What follows belongs to an exercise in optimizing a design on an open flow for small area and a short achievable clock period; a production flow would make more cautious choices.
The RTL was checked by simulation tests, not by an equivalence proof against the original design.
No activity file was given, so power comes from the tool's default toggle rates.

==> flow/design.v <==
`timescale 1ns/1ps
module ex_stage_top (
	input  logic         clk,
	input  logic         rst,           
	input  logic [3:0]   dec_valid,
	input  logic [127:0] dec_pc,
	input  logic [127:0] dec_ins,
	input  logic [127:0] dec_op1,
	input  logic [127:0] dec_op2,
	input  logic [8:0]   dispatch_sel,  
	output logic [3:0]   wb_wen,
	output logic [19:0]  wb_rd,
	output logic [127:0] wb_data,
	output logic [3:0]   jump_en,
	output logic [127:0] jump_addr
);
	logic [3:0] issue;
	always_comb begin
		issue = '0;
		for (int l = 0; l < 3; l++) begin
			if (dispatch_sel[3*l +: 3] != 3'd4) issue[dispatch_sel[3*l +: 2]] = 1'b1;
		end
	end
	for (genvar t = 0; t < 4; t++) begin : g_thread
		ex_thread i_thread (
			.clk       (clk),
			.rst       (rst),
			.issue     (issue[t]),
			.dec_valid (dec_valid[t]),
			.dec_pc    (dec_pc[32*t +: 32]),
			.dec_ins   (dec_ins[32*t +: 32]),
			.dec_op1   (dec_op1[32*t +: 32]),
			.dec_op2   (dec_op2[32*t +: 32]),
			.wb_wen    (wb_wen[t]),
			.wb_rd     (wb_rd[5*t +: 5]),
			.wb_data   (wb_data[32*t +: 32]),
			.jump_en   (jump_en[t]),
			.jump_addr (jump_addr[32*t +: 32])
		);
	end
endmodule
module ex_thread (
	input  logic        clk,
	input  logic        rst,
	input  logic        issue,
	input  logic        dec_valid,
	input  logic [31:0] dec_pc,
	input  logic [31:0] dec_ins,
	input  logic [31:0] dec_op1,
	input  logic [31:0] dec_op2,
	output logic        wb_wen,
	output logic [4:0]  wb_rd,
	output logic [31:0] wb_data,
	output logic        jump_en,
	output logic [31:0] jump_addr
);
	localparam logic [2:0] K_NONE = 3'd0, K_ADD = 3'd1, K_SUB = 3'd2, K_XOR = 3'd3,
		K_OR = 3'd4, K_AND = 3'd5, K_BEQ = 3'd6, K_BNE = 3'd7;
	logic [2:0]       h;
	logic [2:0]       q_v;
	logic [2:0][2:0]  q_k;
	logic [2:0][31:0] q_pc;
	logic [2:0][4:0]  q_rd;   
	logic [2:0][6:0]  q_f7;   
	logic [2:0][4:0]  q_rs1;
	logic [2:0][4:0]  q_rs2;
	logic [2:0][31:0] q_a;
	logic [2:0][31:0] q_b;
	logic        r_wen, r_jen, r_cin;
	logic [4:0]  r_rd;
	logic [31:0] r_p, r_g;
	logic [31:0] r_val;  
	pg_add i_add (
		.p   (r_p),
		.g   (r_g),
		.cin (r_cin),
		.s   (r_val)
	);
	assign wb_wen    = r_wen;
	assign wb_rd     = r_rd;
	assign wb_data   = r_val;
	assign jump_en   = r_jen;
	assign jump_addr = r_val;
	logic [2:0]  in_k;
	logic [31:0] in_a, in_b;
	logic [6:0]  opc;
	logic [2:0]  f3;
	logic [6:0]  f7;
	assign opc = dec_ins[6:0];
	assign f3  = dec_ins[14:12];
	assign f7  = dec_ins[31:25];
	always_comb begin
		in_k = K_NONE;
		if (opc == 7'b0110011 && dec_ins[11:7] != 5'd0) begin
			case ({f7, f3})
				{7'h00, 3'b000}: in_k = K_ADD;
				{7'h20, 3'b000}: in_k = K_SUB;
				{7'h00, 3'b100}: in_k = K_XOR;
				{7'h00, 3'b110}: in_k = K_OR;
				{7'h00, 3'b111}: in_k = K_AND;
				default:         in_k = K_NONE;
			endcase
		end else if (opc == 7'b1100011) begin
			if (f3 == 3'b000) in_k = K_BEQ;
			else if (f3 == 3'b001) in_k = K_BNE;
		end
	end
	assign in_a = (r_wen && dec_ins[19:15] == r_rd) ? r_val : dec_op1;
	assign in_b = (r_wen && dec_ins[24:20] == r_rd) ? r_val : dec_op2;
	logic [2:0] m_a, m_b;
	always_comb begin
		for (int i = 0; i < 3; i++) begin
			m_a[i] = r_wen && q_rs1[i] == r_rd;
			m_b[i] = r_wen && q_rs2[i] == r_rd;
		end
	end
	logic        empty;
	logic        e_v;
	logic [2:0]  e_k;
	logic [31:0] e_pc, e_a, e_b;
	logic [4:0]  e_rd;
	logic [6:0]  e_f7;
	logic [2:0]  hk;
	logic [31:0] hpc, ha, hb;
	logic [4:0]  hrd;
	logic [6:0]  hf7;
	logic        hma, hmb;
	always_comb begin
		hk = '0; hpc = '0; hrd = '0; hf7 = '0; ha = '0; hb = '0; hma = 1'b0; hmb = 1'b0;
		for (int i = 0; i < 3; i++) begin
			hk  = hk  | ({3{h[i]}}  & q_k[i]);
			hpc = hpc | ({32{h[i]}} & q_pc[i]);
			hrd = hrd | ({5{h[i]}}  & q_rd[i]);
			hf7 = hf7 | ({7{h[i]}}  & q_f7[i]);
			ha  = ha  | ({32{h[i]}} & q_a[i]);
			hb  = hb  | ({32{h[i]}} & q_b[i]);
			hma = hma | (h[i] & m_a[i]);
			hmb = hmb | (h[i] & m_b[i]);
		end
		empty = q_v == 3'b000;
		if (!empty) begin
			e_k  = hk;
			e_pc = hpc;
			e_rd = hrd;
			e_f7 = hf7;
			e_a  = hma ? r_val : ha;
			e_b  = hmb ? r_val : hb;
		end else begin
			e_k  = in_k;
			e_pc = dec_pc;
			e_rd = dec_ins[11:7];
			e_f7 = f7;
			e_a  = in_a;
			e_b  = in_b;
		end
		e_v = (!empty || dec_valid) && !r_jen;  
	end
	logic [31:0] bx, x, imm;
	logic        is_br, sub, is_as, eq;
	always_comb begin
		sub   = e_k == K_SUB;
		is_as = e_k == K_ADD || e_k == K_SUB;
		is_br = e_k[2] && e_k[1];
		bx    = e_b ^ {32{sub}};
		x     = e_a ^ bx;
		eq    = x == 32'd0;  
		imm   = {{20{e_f7[6]}}, e_rd[0], e_f7[5:0], e_rd[4:1], 1'b0};
	end
	always_ff @(posedge clk) begin
		r_wen <= rst && issue && e_v && e_k != K_NONE && !is_br;
		r_jen <= rst && issue && e_v && is_br && (eq ^ e_k[0]);
		r_cin <= sub;
		r_rd  <= e_rd;
		case (e_k)
			K_OR:         r_p <= e_a | e_b;
			K_AND:        r_p <= e_a & e_b;
			K_BEQ, K_BNE: r_p <= e_pc ^ imm;
			default:      r_p <= x;
		endcase
		r_g <= is_br ? (e_pc & imm) : ({32{is_as}} & e_a & bx);
	end
	logic       dup, shift, store, flush;
	logic [2:0] s_v, h_n, tail;
	always_comb begin
		dup = 1'b0;
		for (int i = 0; i < 3; i++) begin
			if (q_v[i] && q_pc[i] == dec_pc) dup = 1'b1;
		end
		shift = issue && !empty;
		s_v   = shift ? (q_v & ~h) : q_v;         
		h_n   = shift ? {h[1:0], h[2]} : h;
		for (int i = 0; i < 3; i++) begin
			tail[i] = (s_v == 3'b000) ? h_n[i] : (!s_v[i] && s_v[(i+2)%3]);
		end
		store = dec_valid && !dup && !(issue && empty);
		flush = !rst || r_jen;
	end
	always_ff @(posedge clk) begin
		h   <= !rst ? 3'b001 : h_n;
		q_v <= flush ? 3'b000 : (s_v | ({3{store}} & tail));
	end
	for (genvar i = 0; i < 3; i++) begin : g_entry
		logic ld, fa, fb, ha_, hb_;
		assign ld  = !s_v[i];
		assign fa  = s_v[i] && m_a[i];
		assign fb  = s_v[i] && m_b[i];
		assign ha_ = s_v[i] && !m_a[i];
		assign hb_ = s_v[i] && !m_b[i];
		always_ff @(posedge clk) begin
			if (ld) begin
				q_k[i]   <= in_k;
				q_pc[i]  <= dec_pc;
				q_rd[i]  <= dec_ins[11:7];
				q_f7[i]  <= f7;
				q_rs1[i] <= dec_ins[19:15];
				q_rs2[i] <= dec_ins[24:20];
			end
			q_a[i] <= ({32{ld}} & in_a) | ({32{fa}} & r_val) | ({32{ha_}} & q_a[i]);
			q_b[i] <= ({32{ld}} & in_b) | ({32{fb}} & r_val) | ({32{hb_}} & q_b[i]);
		end
	end
endmodule
module pg_add (
	input  logic [31:0] p,
	input  logic [31:0] g,
	input  logic        cin,
	output logic [31:0] s
);
	always_comb begin
		logic [31:0] gg, pp;
		gg = g;
		pp = p;
		gg[0] = g[0] | (p[0] & cin);
		for (int d = 1; d < 32; d = d * 2) begin
			for (int i = 31; i >= d; i--) begin
				gg[i] = gg[i] | (pp[i] & gg[i-d]);
				pp[i] = pp[i] & pp[i-d];
			end
		end
		s = p ^ {gg[30:0], cin};
	end
endmodule
export LEC_CHECK = 0
export CAP_MARGIN = 35
export CORE_MARGIN = 2
export CORE_UTILIZATION = 30
export CTS_BUF_LIST = sky130_fd_sc_hd__clkbuf_8
export CTS_CLUSTER_DIAMETER = 60
export CTS_CLUSTER_SIZE = 30
export PLACE_DENSITY = 0.45
export SETUP_SLACK_MARGIN = 0.4
export SLEW_MARGIN = 35
export SYNTH_HIERARCHICAL = 1
create_clock -name core_clock -period 12.0 [get_ports {clk}]
standard.sh (not shown) runs the stock make flow with config.mk's settings and CLKGATE_MAP_FILE= SYNTH_SCRIPT=/design/flow/synth_recipe.tcl, a recipe that flattens the netlist after the stock synthesis.
==> flow/flow/run.sh <==
#!/bin/bash
# Standard synthesis, then the standard flow's own layout with two changes: port buffers
# of a plain buffer cell (not the slow delay buffer buffer_ports picks by
# itself), and timing repair aimed at a tighter setup margin.
set -euo pipefail
bash standard.sh synth > synth.log 2>&1
bash standard.sh finish SETUP_SLACK_MARGIN=6.5 "BUFFER_PORTS_ARGS=-buffer_cell sky130_fd_sc_hd__buf_2" > layout.log 2>&1
Change:
==> flow/run.sh (new file) <==
#!/bin/bash
# synth_recipe.tcl (not shown) runs the flow's synth.tcl, then flattens the netlist and writes it again
# the make line also repeats each setting of config.mk as NAME=value (left out here)
make -C /OpenROAD-flow-scripts/flow DESIGN_CONFIG=/design/flow/config.mk WORK_HOME=/design/flow/orfs CLKGATE_MAP_FILE= SYNTH_SCRIPT=/design/flow/synth_recipe.tcl finish
--- a/flow/config.mk
+++ b/flow/config.mk
@@ -8,9 +8,6 @@
 export CAP_MARGIN = 35
 export CORE_MARGIN = 2
-export CORE_UTILIZATION = 30
-export CTS_BUF_LIST = sky130_fd_sc_hd__clkbuf_8
-export CTS_CLUSTER_DIAMETER = 60
-export CTS_CLUSTER_SIZE = 30
-export PLACE_DENSITY = 0.45
+export CORE_UTILIZATION = 50
+export PLACE_DENSITY = 0.62
 export SETUP_SLACK_MARGIN = 0.4
 export SLEW_MARGIN = 35
removed: flow/flow/run.sh
removed: flow/standard.sh
After rerunning: Cell area drops slightly. Core utilization increases by 23 points. Setup slack gets worse by 0.90 ns. Count of clock-buffer cells in the layout climbs by 70. Clock power rises by a quarter to a third.
Change:
--- a/flow/config.mk
+++ b/flow/config.mk
@@ -8,6 +8,6 @@
 export CAP_MARGIN = 35
 export CORE_MARGIN = 2
-export CORE_UTILIZATION = 50
-export PLACE_DENSITY = 0.62
+export CORE_UTILIZATION = 30
+export PLACE_DENSITY = 0.45
 export SETUP_SLACK_MARGIN = 0.4
 export SLEW_MARGIN = 35
Result:
- The new run completed without violations
- register-to-register slack is better by 0.16 ns
- sequential power stays flat
- non-clock buffer count shrinks by 17
- via count shrinks slightly
- count of clock-buffer cells in the layout grows by 6
- setup slack is better by 0.056 ns
- synthesized cell count is unchanged
- sequential cell count stays the same
Change:
==> flow/flow/run.sh (new file) <==
#!/bin/bash
# Standard synthesis, then the standard flow's own layout with two changes: port buffers
# of a plain buffer cell (not the slow delay buffer buffer_ports picks by
# itself), and timing repair aimed at a tighter setup margin.
set -euo pipefail
bash standard.sh synth > synth.log 2>&1
bash standard.sh finish SETUP_SLACK_MARGIN=6.5 "BUFFER_PORTS_ARGS=-buffer_cell sky130_fd_sc_hd__buf_2" > layout.log 2>&1
==> flow/standard.sh (new file) <==
#!/bin/bash
# synth_recipe.tcl (not shown) runs the flow's synth.tcl, then flattens the netlist and writes it again
# the make line also repeats each setting of config.mk as NAME=value (left out here)
make -C /OpenROAD-flow-scripts/flow DESIGN_CONFIG=/design/flow/config.mk WORK_HOME=/design/flow/orfs CLKGATE_MAP_FILE= SYNTH_SCRIPT=/design/flow/synth_recipe.tcl "${@:-finish}"
removed: flow/run.sh
The changed run finished with timing, DRC and antenna clean.
Wire length increases by 1.4%.
Global-route usage increases by 0.21 points.
Sequential power increases by about 2%.
Flip-flop and latch count does not change.
Total power increases by 5.1%.
Non-clock buffer count increases by 273.
Final cell count increases by 2.2%.
Combinational power increases by about 8%.
Count of clock-buffer cells in the layout increases by 5.

==> port drivers added, routing unchanged <==
The results above use ideal ports. As a check the final layouts listed here were re-extracted and re-timed, cells and wires unchanged.
Step 1: set_driving_cell puts a clkbuf_16 on clk and a buf_2 on each other input, an assumption about the parent block.
Step 2 adds t to the input delays and takes it off the output delays; t is the mean of the earliest and latest rising clock arrival at the registers after step 1. Input paths then give back, and output paths get back, about the clock's delay inside the block.
Three values: ideal ports, drivers, drivers and shift; two values: the first two.
run	shift t [ns]	slack for setup (ns)	worst hold slack (ns)	clock arrival spread, ns	pins driven straight from the clock port
the first run	1.099	5.726 / 5.633 / 5.634	0.500 / 0.500 / 0.500	0.104 / 0.104	1
the second run	0.951	4.822 / 4.733 / 4.739	0.494 / 0.494 / 0.494	0.035 / 0.035	1
the third run	0.976	4.878 / 4.775 / 4.665	0.491 / 0.491 / 0.491	0.052 / 0.053	1
the fourth run	0.978	5.872 / 5.774 / 5.705	0.492 / 0.492 / 0.492	0.062 / 0.062	1
After both steps every run listed still meets setup and hold. For the third run, which loses most, drivers alone change the setup slack by -0.103 ns; drivers and shift together by -0.213 ns.
